This design comes from an exercise in tuning for small area, a short achievable clock period and few clock cycles per item on the open sky130 flow, not from production work. In this exercise RTL edits were held to simulation tests only and were not proved equivalent to the original. Power figures rest on the tool's default switching activity, not on a simulated workload.

==> design.v <==
package hough_pkg;
    typedef enum logic [2:0] {
        IDLE,
        CLEAR_ACC,      
        VOTE,           
        FIND_PEAKS,     
        DONE_STATE
    } hough_state_t;
    typedef logic [$clog2(16)-1:0]   coord_t;       
    typedef logic [$clog2(16)-1:0] theta_idx_t;   
    typedef logic [$clog2(16)-1:0]   rho_bin_t;     
    typedef logic [$clog2(63+1)-1:0] vote_t;
    typedef logic [$clog2(256)-1:0]  acc_addr_t;
    typedef logic [7:0] line_field_t;   
endpackage
module rho_binner (
    input  logic [7:0]  pix,         
    output logic [63:0] rbins         
);
    always_comb begin
        case (pix)
            8'd0: rbins = 64'h0000000000000000;
            8'd1: rbins = 64'h0000000000000001;
            8'd2: rbins = 64'h0000000000111112;
            8'd3: rbins = 64'h0000000001122223;
            8'd4: rbins = 64'h0000000001223334;
            8'd5: rbins = 64'h0000000001234445;
            8'd6: rbins = 64'h0000000012344556;
            8'd7: rbins = 64'h0000000012345667;
            8'd8: rbins = 64'h0000000013456778;
            8'd9: rbins = 64'h0000000013467889;
            8'd10: rbins = 64'h000000001357899a;
            8'd11: rbins = 64'h0000000024679aab;
            8'd12: rbins = 64'h0000000024689bbc;
            8'd13: rbins = 64'h000000002479accd;
            8'd14: rbins = 64'h000000002579bcde;
            8'd15: rbins = 64'h00000000258acdef;
            8'd16: rbins = 64'h0000000100000000;
            8'd17: rbins = 64'h0000000111111111;
            8'd18: rbins = 64'h0000000111122222;
            8'd19: rbins = 64'h0000000112223333;
            8'd20: rbins = 64'h0000000112333444;
            8'd21: rbins = 64'h0000000112344555;
            8'd22: rbins = 64'h0000000123445566;
            8'd23: rbins = 64'h0000000123456677;
            8'd24: rbins = 64'h0000000123567788;
            8'd25: rbins = 64'h0000000124578899;
            8'd26: rbins = 64'h00000001246789aa;
            8'd27: rbins = 64'h0000000135689aab;
            8'd28: rbins = 64'h000000013579abbc;
            8'd29: rbins = 64'h000000013589bccd;
            8'd30: rbins = 64'h00000001368acdde;
            8'd31: rbins = 64'h00000001369bdeef;
            8'd32: rbins = 64'h0011111211111000;
            8'd33: rbins = 64'h0000111222221111;
            8'd34: rbins = 64'h0000011222222222;
            8'd35: rbins = 64'h0000001223333333;
            8'd36: rbins = 64'h0000001223344444;
            8'd37: rbins = 64'h0000000223445555;
            8'd38: rbins = 64'h0000000234456666;
            8'd39: rbins = 64'h0000000234566777;
            8'd40: rbins = 64'h0000000234677888;
            8'd41: rbins = 64'h0000000235678999;
            8'd42: rbins = 64'h0000000235789aaa;
            8'd43: rbins = 64'h000000024679aabb;
            8'd44: rbins = 64'h000000024689bbcc;
            8'd45: rbins = 64'h00000002468abcdd;
            8'd46: rbins = 64'h00000002479bcdee;
            8'd47: rbins = 64'h00000002479cdeff;
            8'd48: rbins = 64'h0112222322221100;
            8'd49: rbins = 64'h0001122333322211;
            8'd50: rbins = 64'h0000122333333322;
            8'd51: rbins = 64'h0000012333444333;
            8'd52: rbins = 64'h0000012334444444;
            8'd53: rbins = 64'h0000001334555555;
            8'd54: rbins = 64'h0000001345566666;
            8'd55: rbins = 64'h0000001345677777;
            8'd56: rbins = 64'h0000001345678888;
            8'd57: rbins = 64'h0000001346789999;
            8'd58: rbins = 64'h0000000346899aaa;
            8'd59: rbins = 64'h000000035689abbb;
            8'd60: rbins = 64'h00000003579abccc;
            8'd61: rbins = 64'h00000003579bcddd;
            8'd62: rbins = 64'h0000000358acdeee;
            8'd63: rbins = 64'h0000000358acefff;
            8'd64: rbins = 64'h0122333433322100;
            8'd65: rbins = 64'h0012233444333211;
            8'd66: rbins = 64'h0001223444443322;
            8'd67: rbins = 64'h0000123444444433;
            8'd68: rbins = 64'h0000123445555544;
            8'd69: rbins = 64'h0000012445666655;
            8'd70: rbins = 64'h0000012456677766;
            8'd71: rbins = 64'h0000012456778877;
            8'd72: rbins = 64'h0000002456788888;
            8'd73: rbins = 64'h0000002457899999;
            8'd74: rbins = 64'h000000145789aaaa;
            8'd75: rbins = 64'h00000014679abbbb;
            8'd76: rbins = 64'h00000014689bcccc;
            8'd77: rbins = 64'h0000001468acdddd;
            8'd78: rbins = 64'h0000001469bcdeee;
            8'd79: rbins = 64'h0000000469bdefff;
            8'd80: rbins = 64'h0123444544432100;
            8'd81: rbins = 64'h0012344555443211;
            8'd82: rbins = 64'h0012334555544322;
            8'd83: rbins = 64'h0001234555555433;
            8'd84: rbins = 64'h0000134556666544;
            8'd85: rbins = 64'h0000123556676655;
            8'd86: rbins = 64'h0000023566777766;
            8'd87: rbins = 64'h0000013567888877;
            8'd88: rbins = 64'h0000013567899988;
            8'd89: rbins = 64'h000001356899aa99;
            8'd90: rbins = 64'h00000025689abbaa;
            8'd91: rbins = 64'h0000002578abbcbb;
            8'd92: rbins = 64'h0000002579accdcc;
            8'd93: rbins = 64'h0000002579bcdddd;
            8'd94: rbins = 64'h0000002579bdeeee;
            8'd95: rbins = 64'h000000157aceffff;
            8'd96: rbins = 64'h1234455655443210;
            8'd97: rbins = 64'h0123455665544321;
            8'd98: rbins = 64'h0012345666654432;
            8'd99: rbins = 64'h0002345666665543;
            8'd100: rbins = 64'h0001245667776654;
            8'd101: rbins = 64'h0000234667777665;
            8'd102: rbins = 64'h0000134677888776;
            8'd103: rbins = 64'h0000124678899887;
            8'd104: rbins = 64'h0000024678999998;
            8'd105: rbins = 64'h00000246799aaa99;
            8'd106: rbins = 64'h0000013679abbbaa;
            8'd107: rbins = 64'h0000013689bcccbb;
            8'd108: rbins = 64'h000000368abcddcc;
            8'd109: rbins = 64'h000000368acdeedd;
            8'd110: rbins = 64'h000000368aceefee;
            8'd111: rbins = 64'h000000268bdeffff;
            8'd112: rbins = 64'h1234566766543210;
            8'd113: rbins = 64'h0134566776654321;
            8'd114: rbins = 64'h0023456777665432;
            8'd115: rbins = 64'h0012456777776543;
            8'd116: rbins = 64'h0002346778877654;
            8'd117: rbins = 64'h0001345778888765;
            8'd118: rbins = 64'h0000245788998876;
            8'd119: rbins = 64'h0000135789999987;
            8'd120: rbins = 64'h0000135789aaaa98;
            8'd121: rbins = 64'h0000035789abbba9;
            8'd122: rbins = 64'h000002478abccbba;
            8'd123: rbins = 64'h000002479abcdccb;
            8'd124: rbins = 64'h000001479bcddddc;
            8'd125: rbins = 64'h000001479bdeeeed;
            8'd126: rbins = 64'h000001479bdefffe;
            8'd127: rbins = 64'h000000379cefffff;
            8'd128: rbins = 64'h1345677877654310;
            8'd129: rbins = 64'h0234677887765321;
            8'd130: rbins = 64'h0124567888776432;
            8'd131: rbins = 64'h0013467888876543;
            8'd132: rbins = 64'h0012457888887654;
            8'd133: rbins = 64'h0002356889998765;
            8'd134: rbins = 64'h0001356899999876;
            8'd135: rbins = 64'h000024689aaaa987;
            8'd136: rbins = 64'h000024689abbba98;
            8'd137: rbins = 64'h000013689abcbba9;
            8'd138: rbins = 64'h000013589bccccba;
            8'd139: rbins = 64'h000003589bcdddcb;
            8'd140: rbins = 64'h00000258acdeeedc;
            8'd141: rbins = 64'h00000258acdeffed;
            8'd142: rbins = 64'h00000258aceffffe;
            8'd143: rbins = 64'h00000148adefffff;
            8'd144: rbins = 64'h1346788988764310;
            8'd145: rbins = 64'h0245678998875421;
            8'd146: rbins = 64'h0134678999876532;
            8'd147: rbins = 64'h0024578999987643;
            8'd148: rbins = 64'h0013568999998754;
            8'd149: rbins = 64'h000246799aa99865;
            8'd150: rbins = 64'h000246799aaa9976;
            8'd151: rbins = 64'h00013579abbba987;
            8'd152: rbins = 64'h00003579abbcba98;
            8'd153: rbins = 64'h00002479abcccba9;
            8'd154: rbins = 64'h00001469acdddcba;
            8'd155: rbins = 64'h00001469acdeedcb;
            8'd156: rbins = 64'h00000369bceeeedc;
            8'd157: rbins = 64'h00000369bdefffed;
            8'd158: rbins = 64'h00000269bdfffffe;
            8'd159: rbins = 64'h00000259beffffff;
            8'd160: rbins = 64'h1357899a99875310;
            8'd161: rbins = 64'h0246789aa9876421;
            8'd162: rbins = 64'h0135789aaa987532;
            8'd163: rbins = 64'h0134689aaa998643;
            8'd164: rbins = 64'h0024679aaaa98754;
            8'd165: rbins = 64'h0013578aabba9865;
            8'd166: rbins = 64'h0002468aabbba976;
            8'd167: rbins = 64'h0002468abbccba87;
            8'd168: rbins = 64'h0001368abccccb98;
            8'd169: rbins = 64'h0000358abcdddca9;
            8'd170: rbins = 64'h0000257abddeddba;
            8'd171: rbins = 64'h0000257abdeeeecb;
            8'd172: rbins = 64'h0000147acdeffedc;
            8'd173: rbins = 64'h0000147aceffffed;
            8'd174: rbins = 64'h0000037acefffffe;
            8'd175: rbins = 64'h0000036acfffffff;
            8'd176: rbins = 64'h24679aabaa976420;
            8'd177: rbins = 64'h135789abaa986531;
            8'd178: rbins = 64'h024689abbaa97642;
            8'd179: rbins = 64'h013579abbba98653;
            8'd180: rbins = 64'h002468abbbba9764;
            8'd181: rbins = 64'h0014689bbcbba875;
            8'd182: rbins = 64'h0013579bbcccb986;
            8'd183: rbins = 64'h0002579bccdcba97;
            8'd184: rbins = 64'h0002479bcdddcb98;
            8'd185: rbins = 64'h0001469bcdeedca9;
            8'd186: rbins = 64'h0000368bceeeedba;
            8'd187: rbins = 64'h0000358bcefffecb;
            8'd188: rbins = 64'h0000258bdeffffdc;
            8'd189: rbins = 64'h0000158bdfffffed;
            8'd190: rbins = 64'h0000148bdffffffe;
            8'd191: rbins = 64'h0000047bdfffffff;
            8'd192: rbins = 64'h24689bbcbb986420;
            8'd193: rbins = 64'h13579abcbba97531;
            8'd194: rbins = 64'h02478abccbb98642;
            8'd195: rbins = 64'h014689bcccba9753;
            8'd196: rbins = 64'h003579accccb9864;
            8'd197: rbins = 64'h002479accdcca975;
            8'd198: rbins = 64'h001468accddcba86;
            8'd199: rbins = 64'h000368acddddcb97;
            8'd200: rbins = 64'h000258acdeeedca8;
            8'd201: rbins = 64'h000247acdeeeecb9;
            8'd202: rbins = 64'h0001479cdeffedca;
            8'd203: rbins = 64'h0000369cdffffedb;
            8'd204: rbins = 64'h0000369cefffffec;
            8'd205: rbins = 64'h0000269ceffffffd;
            8'd206: rbins = 64'h0000259ceffffffe;
            8'd207: rbins = 64'h0000158cefffffff;
            8'd208: rbins = 64'h2479accdcca97420;
            8'd209: rbins = 64'h1468abcdccb98531;
            8'd210: rbins = 64'h03579bcddcba8642;
            8'd211: rbins = 64'h02479acdddcb9753;
            8'd212: rbins = 64'h01368abddddca864;
            8'd213: rbins = 64'h00358abddddcb975;
            8'd214: rbins = 64'h002479bddeedca86;
            8'd215: rbins = 64'h001469bdeeeedb97;
            8'd216: rbins = 64'h000368bdeffedca8;
            8'd217: rbins = 64'h000258adefffedb9;
            8'd218: rbins = 64'h000258adeffffeca;
            8'd219: rbins = 64'h000147adefffffdb;
            8'd220: rbins = 64'h000047adffffffec;
            8'd221: rbins = 64'h000037adfffffffd;
            8'd222: rbins = 64'h000036adfffffffe;
            8'd223: rbins = 64'h0000269dffffffff;
            8'd224: rbins = 64'h2579bcdedcb97520;
            8'd225: rbins = 64'h1469bcdeddca8631;
            8'd226: rbins = 64'h0368acdeedcb9742;
            8'd227: rbins = 64'h02579bdeeedca853;
            8'd228: rbins = 64'h01479bceeedcb964;
            8'd229: rbins = 64'h00368bceeeedb975;
            8'd230: rbins = 64'h00258aceefeeca86;
            8'd231: rbins = 64'h00147acefffedb97;
            8'd232: rbins = 64'h001479ceffffeca8;
            8'd233: rbins = 64'h000369befffffdb9;
            8'd234: rbins = 64'h000269befffffeca;
            8'd235: rbins = 64'h000258beffffffdb;
            8'd236: rbins = 64'h000148beffffffec;
            8'd237: rbins = 64'h000047befffffffd;
            8'd238: rbins = 64'h000037aefffffffe;
            8'd239: rbins = 64'h000037aeffffffff;
            8'd240: rbins = 64'h258acdefedca8520;
            8'd241: rbins = 64'h1479bdefeedb9631;
            8'd242: rbins = 64'h0369bdeffedc9742;
            8'd243: rbins = 64'h0258acefffeca853;
            8'd244: rbins = 64'h0247acdfffedb964;
            8'd245: rbins = 64'h01479bdffffeca75;
            8'd246: rbins = 64'h00369bdffffedb86;
            8'd247: rbins = 64'h00258bdfffffec97;
            8'd248: rbins = 64'h00148adfffffeda8;
            8'd249: rbins = 64'h00047acffffffeb9;
            8'd250: rbins = 64'h00036acfffffffca;
            8'd251: rbins = 64'h000269cfffffffdb;
            8'd252: rbins = 64'h000259cfffffffec;
            8'd253: rbins = 64'h000158cffffffffd;
            8'd254: rbins = 64'h000048bffffffffe;
            8'd255: rbins = 64'h000048bfffffffff;
            default: rbins = '0;
        endcase
    end
endmodule
module reach_mask (
    input  logic [0:0] grp,
    output logic [255:0] mask
);
    always_comb begin
        case (grp)
            0: mask = 256'hffffffffffffffffffffffffffffffffffffffffffffffffffffffffffffffff;
            1: mask = 256'hfffffffffffffffffffffffffffffffffff0ffc0ff80ff80ff00ff00ff00ff00;
            default: mask = '1;
        endcase
    end
endmodule
module hough_top (
    input  logic                   clk,
    input  logic                   reset_n,
    input  logic                   start,
    output logic                   busy,
    output logic                   done,
    input  logic                   wr_en,
    input  logic [7:0]             wr_addr,
    input  logic [7:0]             wr_data,
    output logic [7:0]             num_lines,
    output logic [4*8-1:0] line_rho,
    output logic [4*8-1:0] line_theta,
    output logic [4*8-1:0] line_votes
);
    localparam int K  = 8;               
    localparam int KB = $clog2(K);
    localparam int NG = 16 / K;          
    localparam int GB = (NG > 1) ? $clog2(NG) : 1;
    localparam int HB = KB + 4;          
    localparam logic [1:0] S_IDLE = 2'd0, S_VOTE = 2'd1, S_HIT = 2'd2;
    logic        wq_en;
    logic [4:0]  wq_addr;
    logic [7:0]  wq_data;
    logic [255:0] img;
    always_ff @(posedge clk or negedge reset_n) begin
        if (!reset_n) begin
            wq_en   <= 1'b0;
            wq_addr <= '0;
            wq_data <= '0;
        end else begin
            wq_en   <= wr_en && (wr_addr[7:5] == 3'd0);
            wq_addr <= wr_addr[4:0];
            wq_data <= wr_data;
        end
    end
    always_ff @(posedge clk or negedge reset_n) begin
        if (!reset_n) img <= '0;
        else if (wq_en) img[wq_addr*8 +: 8] <= wq_data;
    end
    logic [1:0]    state;
    logic [GB-1:0] pass;
    logic          clr_q;           
    logic [8:0]    pptr;            
    logic          pix_v;
    logic [7:0]    pix_q;
    logic [HB:0]   hptr;            
    logic          hp_v;
    logic [HB-1:0] hpos;
    logic          busy_r, done_r;
    logic [255:0]  reach;
    logic          pf_found;
    logic [7:0]    pf_idx;
    logic [K*16-1:0] hitv;
    logic          hf_found;
    logic [HB-1:0] hf_idx;
    logic          last_pass;
    reach_mask u_reach (.grp(pass), .mask(reach));
    ffs_ptr #(.NGRP(16)) u_pfind (
        .v(img & reach), .ptr(pptr), .found(pf_found), .idx(pf_idx)
    );
    ffs_ptr #(.NGRP(K)) u_hfind (
        .v(hitv), .ptr(hptr), .found(hf_found), .idx(hf_idx)
    );
    assign last_pass = (NG == 1) ? 1'b1 : (pass == GB'(NG - 1));
    always_ff @(posedge clk or negedge reset_n) begin
        if (!reset_n) begin
            state  <= S_IDLE;
            pass   <= '0;
            clr_q  <= 1'b0;
            pptr   <= '0;
            pix_v  <= 1'b0;
            pix_q  <= '0;
            hptr   <= '0;
            hp_v   <= 1'b0;
            hpos   <= '0;
            busy_r <= 1'b0;
            done_r <= 1'b0;
        end else begin
            done_r <= 1'b0;
            clr_q  <= 1'b0;
            case (state)
                S_IDLE: begin
                    if (start) begin
                        busy_r <= 1'b1;
                        state  <= S_VOTE;
                        pass   <= '0;
                        clr_q  <= 1'b1;
                        pptr   <= '0;
                    end
                end
                S_VOTE: begin
                    if (pf_found) begin
                        pix_v <= 1'b1;
                        pix_q <= pf_idx;
                        pptr  <= {1'b0, pf_idx} + 9'd1;
                    end else begin
                        pix_v <= 1'b0;       
                        state <= S_HIT;
                        hptr  <= '0;
                    end
                end
                S_HIT: begin
                    if (hf_found) begin
                        hp_v <= 1'b1;
                        hpos <= hf_idx;
                        hptr <= {1'b0, hf_idx} + 1'b1;
                    end else begin
                        hp_v <= 1'b0;        
                        if (last_pass) begin
                            state  <= S_IDLE;
                            busy_r <= 1'b0;
                            done_r <= 1'b1;
                        end else begin
                            state <= S_VOTE;
                            pass  <= pass + 1'b1;
                            clr_q <= 1'b1;
                            pptr  <= '0;
                        end
                    end
                end
                default: state <= S_IDLE;
            endcase
        end
    end
    assign busy = busy_r;
    assign done = done_r;
    logic [63:0]      rbins;
    logic [K*16*6-1:0] acc;
    logic [16*6-1:0]  rd;           
    logic [5:0]       rdv;          
    rho_binner u_bin (.pix(pix_q), .rbins(rbins));
    genvar t, r;
    generate
        for (t = 0; t < 16; t++) begin : g_col
            logic [3:0]    b;
            logic          ing;
            logic [KB-1:0] rsel;
            logic [5:0]    cur;
            logic [5:0]    nxt;
            assign b    = rbins[4*t +: 4];
            if (K == 16) begin : g_one
                assign ing = 1'b1;
            end else begin : g_grp
                assign ing = (b[3:KB] == pass);
            end
            assign rsel = (state == S_HIT) ? hpos[HB-1:4] : b[KB-1:0];
            assign cur  = acc[(32'(rsel)*16 + t)*6 +: 6];
            assign rd[t*6 +: 6] = cur;
            assign nxt  = clr_q ? 6'd0 : (cur + {5'd0, (cur != 6'd63)});
            for (r = 0; r < K; r++) begin : g_row
                always_ff @(posedge clk) begin
                    if (clr_q || (pix_v && ing && (b[KB-1:0] == KB'(r))))
                        acc[(r*16 + t)*6 +: 6] <= nxt;
                end
                assign hitv[r*16 + t] = (acc[(r*16 + t)*6 +: 6] >= 6'd5);
            end
        end
    endgenerate
    assign rdv = rd[hpos[3:0]*6 +: 6];
    logic [2:0]  cnt;
    logic [15:0] s_rho;             
    logic [15:0] s_t;
    logic [23:0] s_v;               
    logic [1:0]  min_idx;
    logic [3:0]  new_rho;
    always_comb begin
        logic [1:0] a, b2;
        a  = (s_v[6 +: 6] < s_v[0 +: 6])  ? 2'd1 : 2'd0;
        b2 = (s_v[18 +: 6] < s_v[12 +: 6]) ? 2'd3 : 2'd2;
        min_idx = (s_v[b2*6 +: 6] < s_v[a*6 +: 6]) ? b2 : a;
    end
    if (K == 16) begin : g_rho16
        assign new_rho = hpos[7:4];
    end else begin : g_rho
        assign new_rho = {pass, hpos[HB-1:4]};
    end
    always_ff @(posedge clk or negedge reset_n) begin
        if (!reset_n) begin
            cnt   <= '0;
            s_rho <= '0;
            s_t   <= '0;
            s_v   <= '0;
        end else if (clr_q && (pass == '0)) begin
            cnt   <= '0;
            s_rho <= '0;
            s_t   <= '0;
            s_v   <= '0;
        end else if (hp_v && (state == S_HIT)) begin
            if (!cnt[2]) begin
                s_rho[cnt[1:0]*4 +: 4] <= new_rho;
                s_t[cnt[1:0]*4 +: 4]   <= hpos[3:0];
                s_v[cnt[1:0]*6 +: 6]   <= rdv;
                cnt <= cnt + 1'b1;
            end else if (rdv > s_v[min_idx*6 +: 6]) begin
                s_rho[min_idx*4 +: 4] <= new_rho;
                s_t[min_idx*4 +: 4]   <= hpos[3:0];
                s_v[min_idx*6 +: 6]   <= rdv;
            end
        end
    end
    function automatic logic [7:0] theta_deg(input logic [3:0] ti);
        case (ti)
            4'd0:  theta_deg = 8'd0;    4'd1:  theta_deg = 8'd11;
            4'd2:  theta_deg = 8'd22;   4'd3:  theta_deg = 8'd33;
            4'd4:  theta_deg = 8'd45;   4'd5:  theta_deg = 8'd56;
            4'd6:  theta_deg = 8'd67;   4'd7:  theta_deg = 8'd78;
            4'd8:  theta_deg = 8'd90;   4'd9:  theta_deg = 8'd101;
            4'd10: theta_deg = 8'd112;  4'd11: theta_deg = 8'd123;
            4'd12: theta_deg = 8'd135;  4'd13: theta_deg = 8'd146;
            4'd14: theta_deg = 8'd157;  default: theta_deg = 8'd168;
        endcase
    endfunction
    assign num_lines = {5'd0, cnt};
    generate
        for (t = 0; t < 4; t++) begin : g_out
            assign line_rho[8*t +: 8]   = {4'd0, s_rho[4*t +: 4]};
            assign line_theta[8*t +: 8] = theta_deg(s_t[4*t +: 4]);
            assign line_votes[8*t +: 8] = {2'd0, s_v[6*t +: 6]};
        end
    endgenerate
endmodule
module ffs_ptr #(
    parameter int NGRP = 16
) (
    input  logic [NGRP*16-1:0]          v,
    input  logic [$clog2(NGRP)+4:0]     ptr,      
    output logic                        found,
    output logic [$clog2(NGRP)+3:0]     idx
);
    localparam int GB = (NGRP > 1) ? $clog2(NGRP) : 1;
    logic [NGRP-1:0]   gnz;           
    logic [NGRP*4-1:0] gfirst;        
    logic [GB-1:0]     gsel;
    logic              gany;
    function automatic logic [3:0] first16(input logic [15:0] x);
        first16 = 4'd0;
        for (int i = 15; i >= 0; i--) if (x[i]) first16 = 4'(i);
    endfunction
    genvar g;
    generate
        for (g = 0; g < NGRP; g++) begin : g_grp
            logic [15:0] m;
            logic [15:0] c;
            always_comb begin
                for (int i = 0; i < 16; i++) m[i] = (4'(i) >= ptr[3:0]);
            end
            always_comb begin
                if (ptr[$clog2(NGRP)+4]) c = '0;
                else if (GB'(g) > ptr[GB+3:4] || NGRP == 1) c = (NGRP == 1) ? (v[g*16 +: 16] & m) : v[g*16 +: 16];
                else if (GB'(g) == ptr[GB+3:4]) c = v[g*16 +: 16] & m;
                else c = '0;
            end
            assign gnz[g] = |c;
            assign gfirst[g*4 +: 4] = first16(c);
        end
    endgenerate
    always_comb begin
        gsel = '0;
        for (int i = NGRP - 1; i >= 0; i--) if (gnz[i]) gsel = GB'(i);
    end
    assign gany  = |gnz;
    assign found = gany;
    if (NGRP == 1) begin : g_single
        assign idx = gfirst[3:0];
    end else begin : g_multi
        assign idx = {gsel, gfirst[gsel*4 +: 4]};
    end
endmodule
==> run.sh <==
#!/bin/bash
# synth_recipe.tcl (not shown) runs the flow's synth.tcl, then flattens the netlist and writes it again
# the make line also repeats each setting of config.mk as NAME=value (left out here)
make -C /OpenROAD-flow-scripts/flow DESIGN_CONFIG=/design/flow/config.mk WORK_HOME=/design/flow/orfs CLKGATE_MAP_FILE= SYNTH_SCRIPT=/design/flow/synth_recipe.tcl finish
==> config.mk <==
export PLATFORM = sky130hd
export DESIGN_NAME = hough_top
export DESIGN_NICKNAME = hough_top
export VERILOG_FILES = /design/flow/design.v
export SDC_FILE = /design/flow/constraint.sdc
export NUM_CORES = 4
export LEC_CHECK = 0
export CAP_MARGIN = 20
export CORE_MARGIN = 2
export CORE_UTILIZATION = 40
export SLEW_MARGIN = 20
export SYNTH_MEMORY_MAX_BITS = 65536
==> constraint.sdc <==
create_clock -name core_clock -period 12.0 [get_ports {clk}]
set_input_delay 2.4000 -clock core_clock [delete_from_list [all_inputs] [get_ports {clk}]]
set_output_delay 2.4000 -clock core_clock [all_outputs]
set_load 0.01 [all_outputs]
==> summary.txt <==
Clock power frac 32.3%; minimum clock period after layout 10260 ps; Detailed Route WL 336 mm; VDD IR max 0.000547 V; Routability Congestion 1.09; area of the die 187000 um^2; Synth Area per Inst 9.64 um^2; antenna violations before repair 9; static leakage 30.0 nW; Comb pwr share 33.2%; Synth Cell Area 73400 um^2; Setup Viol. Count Final 0; P per Cell Area 156 nW/um^2; count leader, synth nand2_1; post-synthesis register bit count 1119; TritonRoute pass-1 iters 8; Cell Int Power 7.88 mW; Placed Area 76500 um^2; Final TNS setup 0 ps; Critical Path Most Common Cell o21ai_0; initial core utilization 40.2%; Max Transition Viols Final 0; share of cells above drive strength 1 10.2%; CP Capture Type register; Tightest Pin Transition 1350 ps; crit path max fanout 50; GRT Residual Overflow 0; Crit Path Category register to register; CP Launch Type register; Layout area overhead 10.3%; post-route cell area 81000 um^2; critical path's top delay family compound AO/OA/AOI/OAI gates; Hold Buf Count CTS 0; 1st-iter DRT viols 9695; Yosys cell types 131; met3 WL post-DR 38.4 mm; outcome finished clean; Synth area leaders edfxtp_1 (31%), dfrtp_1 (13%), o21ai_0 (4.7%); first-pass GRT wire length 473 mm; root cell of the clock tree clkbuf_16; number of max-cap violations 0; Slew HR 9.83%; DRC 0; worst path buffer plus inverter count 2; Setup Skew 47.2 ps; Worst-path clk slew 60 ps; port buffer count 96; CTS tree done; max layer used met5; final core utilization 44.3%; fmax 0.0975 GHz; Post-DRT Antenna Nets 0; Seq/Total Area, Yosys 43.3%; FP Rows 157; WL met2 142 mm; biggest area consumer among synthesized cells edfxtp_1; gr usage total 34.9%; postcts setup bufs 0; Post-synth EDFFs 750; Worst Path Arrival 10970 ps; IO Pins 126; post-CTS sizing 0; top-area cell type share of the netlist area 30.7%; Crit-path slowest cell a221o_1; core box area 183000 um^2; routed vias/inst 6.86; commonest cells in the netlist nand2_1 (826), edfxtp_1 (750), o21ai_0 (689); CP peak stage delay 950 ps; Syn Inst Count 7610; die width 432 um; crit share post-route 85.5%; Sw Pwr 4.76 mW; Final Net Count 7679; Longest Clk Path Bufs 3; final hold vios 0; final hold slack 498 ps; Ys Warns 5; fillers 17350; largest net degree at the start of global routing 113; routed vias 68676; ys flop type edfxtp_1; DIE HEIGHT 432 um; Post-synth ARST share 33.0%; HPWL after DPL 246 mm; vias in the first global route 64648; M1 wire length 129 mm; Clock Sink Count 1119; HP Class register to register; CTS Buf Count 130; sequential fraction of design power 34.5%; RSZ-0062 raised after global routing no; Switching Fraction 37.7%; Worst-Skew Late Latency 840 ps; Worst Path Required 12720 ps; H-tree Lvls 4; routed len/inst 33.5 um
==> power by group through the flow <==
stage / logic [mW] / clock network (mW) / registers, mW
detailed placement: 4.02 / 0 / 4.43
global placement: 4.01 / 0 / 4.43
global route: 4.47 / 4.28 / 4.37
floorplan: 2.68 / 0 / 4.38
finish: 4.19 / 4.09 / 4.36
CTS: 4.04 / 4.13 / 4.36
==> per-stage QoR <==
stage | std cells | worst slack, ps | power (mW)
after CTS | 10000 | 2260 | 12.5
after global routing | 10006 | 1460 | 13.1
after global placement | 9760 | 2340 | 8.44
after detailed placement | 9765 | 2310 | 8.45
final | 10013 | 1740 | 12.6
after floorplan | 7638 | 4300 | 7.06
==> worst register-to-register path: cells and delay by family (launching register included) <==
family	cells	cell delay (ps)
multiplexers	4	1630
AO/OA/AOI/OAI	15	3910
buffers and inverters	2	950
adder cells (fa/ha/maj)	3	1770
flip-flops	1	730
AND/OR/NAND/NOR	5	1180
==> area by class of cell <==
| class | count | area (um^2) | share of cell area, % |
|---|---|---|---|
| multi-input cells | 5789 | 38600 | 47.7 |
| flip-flops and latches | 1119 | 31800 | 39.3 |
| clock buffers | 152 | 3400 | 4.20 |
| well taps | 2385 | 2980 | 3.69 |
| repair buffers | 294 | 2490 | 3.08 |
| clock inverters | 83 | 958 | 1.18 |
| inverters | 183 | 689 | 0.852 |
| diodes | 8 | 20.0 | 0.0247 |
==> flip-flops by register name, summed over array words and instances, names as in the netlist, 2 cells and up <==
signal   cells
s_rho       16
pptr         9
s_v         24
wq_data      8
acc        750
hpos         7
wq_addr      5
img        256
hptr         8
state        2
pix_q        8
s_t         16
cnt          3
==> cells by family (layout without fill, tap and decap cells) <==
| group | Yosys count | in the layout | synth area share (%) |
|---|---|---|---|
| xor+xnor | 94 | 94 | 1.12 |
| mux | 506 | 506 | 8.33 |
| compound gates | 2613 | 2613 | 24.4 |
| fa+ha+maj | 143 | 143 | 2.43 |
| other cells | 1 | 37 | 0.00511 |
| buf+inv | 730 | 712 | 4.62 |
| simple gates | 2404 | 2404 | 15.8 |
| flops | 1119 | 1119 | 43.3 |
==> layer usage <==
metal | global-route usage [%] | vias to the layer above
met5 | 0 | -
met2 | 51.3 | 4679
met1 | 44.4 | 33818
li1 | - | 29017
met4 | 23.6 | 8
met3 | 10.0 | 1154
==> path summary, 6_finish.rpt <==
kind / start / end / slack, ps / cells past startpoint
min in group asynchronous: reset_n / img[158]$_DFFE_PN0P_ / 1610 / 1
min: img[170]$_DFFE_PN0P_ / img[170]$_DFFE_PN0P_ / 500 / 1
max in group asynchronous: reset_n / pix_q[2]$_DFFE_PN0P_ / 8070 / 3
max: pix_q[2]$_DFFE_PN0P_ / s_v[22]$_DFFE_PN0P_ / 1740 / 29
max reg2reg: pix_q[2]$_DFFE_PN0P_ / s_v[22]$_DFFE_PN0P_ / 1740 / 29
min reg2reg: img[170]$_DFFE_PN0P_ / img[170]$_DFFE_PN0P_ / 500 / 1
==> layout by cell type, fill, tap and decap left out, types with 169 or more instances in the layout <==
cell,synthesis,final
edfxtp_1,750,750
o21ai_0,689,678
a21oi_1,404,399
nand3_1,177,177
buf_4,72,187
dfrtp_1,369,351
a22o_1,201,201
inv_1,170,169
nand2_1,826,825
nor2_1,508,507
mux2i_1,314,314
nor3_1,225,220
Testbench counts, summed over its fixed seeds: cycles 9,042, frames 96.

## afterwards: timing with drivers on the ports
No port has a modelled driver above. Below, the same layout with a new extraction and two added sets of constraints. Step 1 assumes that a clkbuf_16 drives the clock port and a buf_2 every other input. Step 2, shift: input delay + t, output delay - t, t = (earliest + latest rising clock arrival at the registers) / 2. This alone moves slack from input paths to output paths. Slacks: ideal / step 1 / step 2; pairs: ideal / step 1.
shift t [ns]: 0.899
slack for setup (ns): 1.743 / 1.743 / 1.743
pins driven straight from the clock port: 1
After both steps this run still meets setup and hold. For this run, drivers alone change the setup slack by 0.000 ns; drivers and shift together by 0.000 ns.
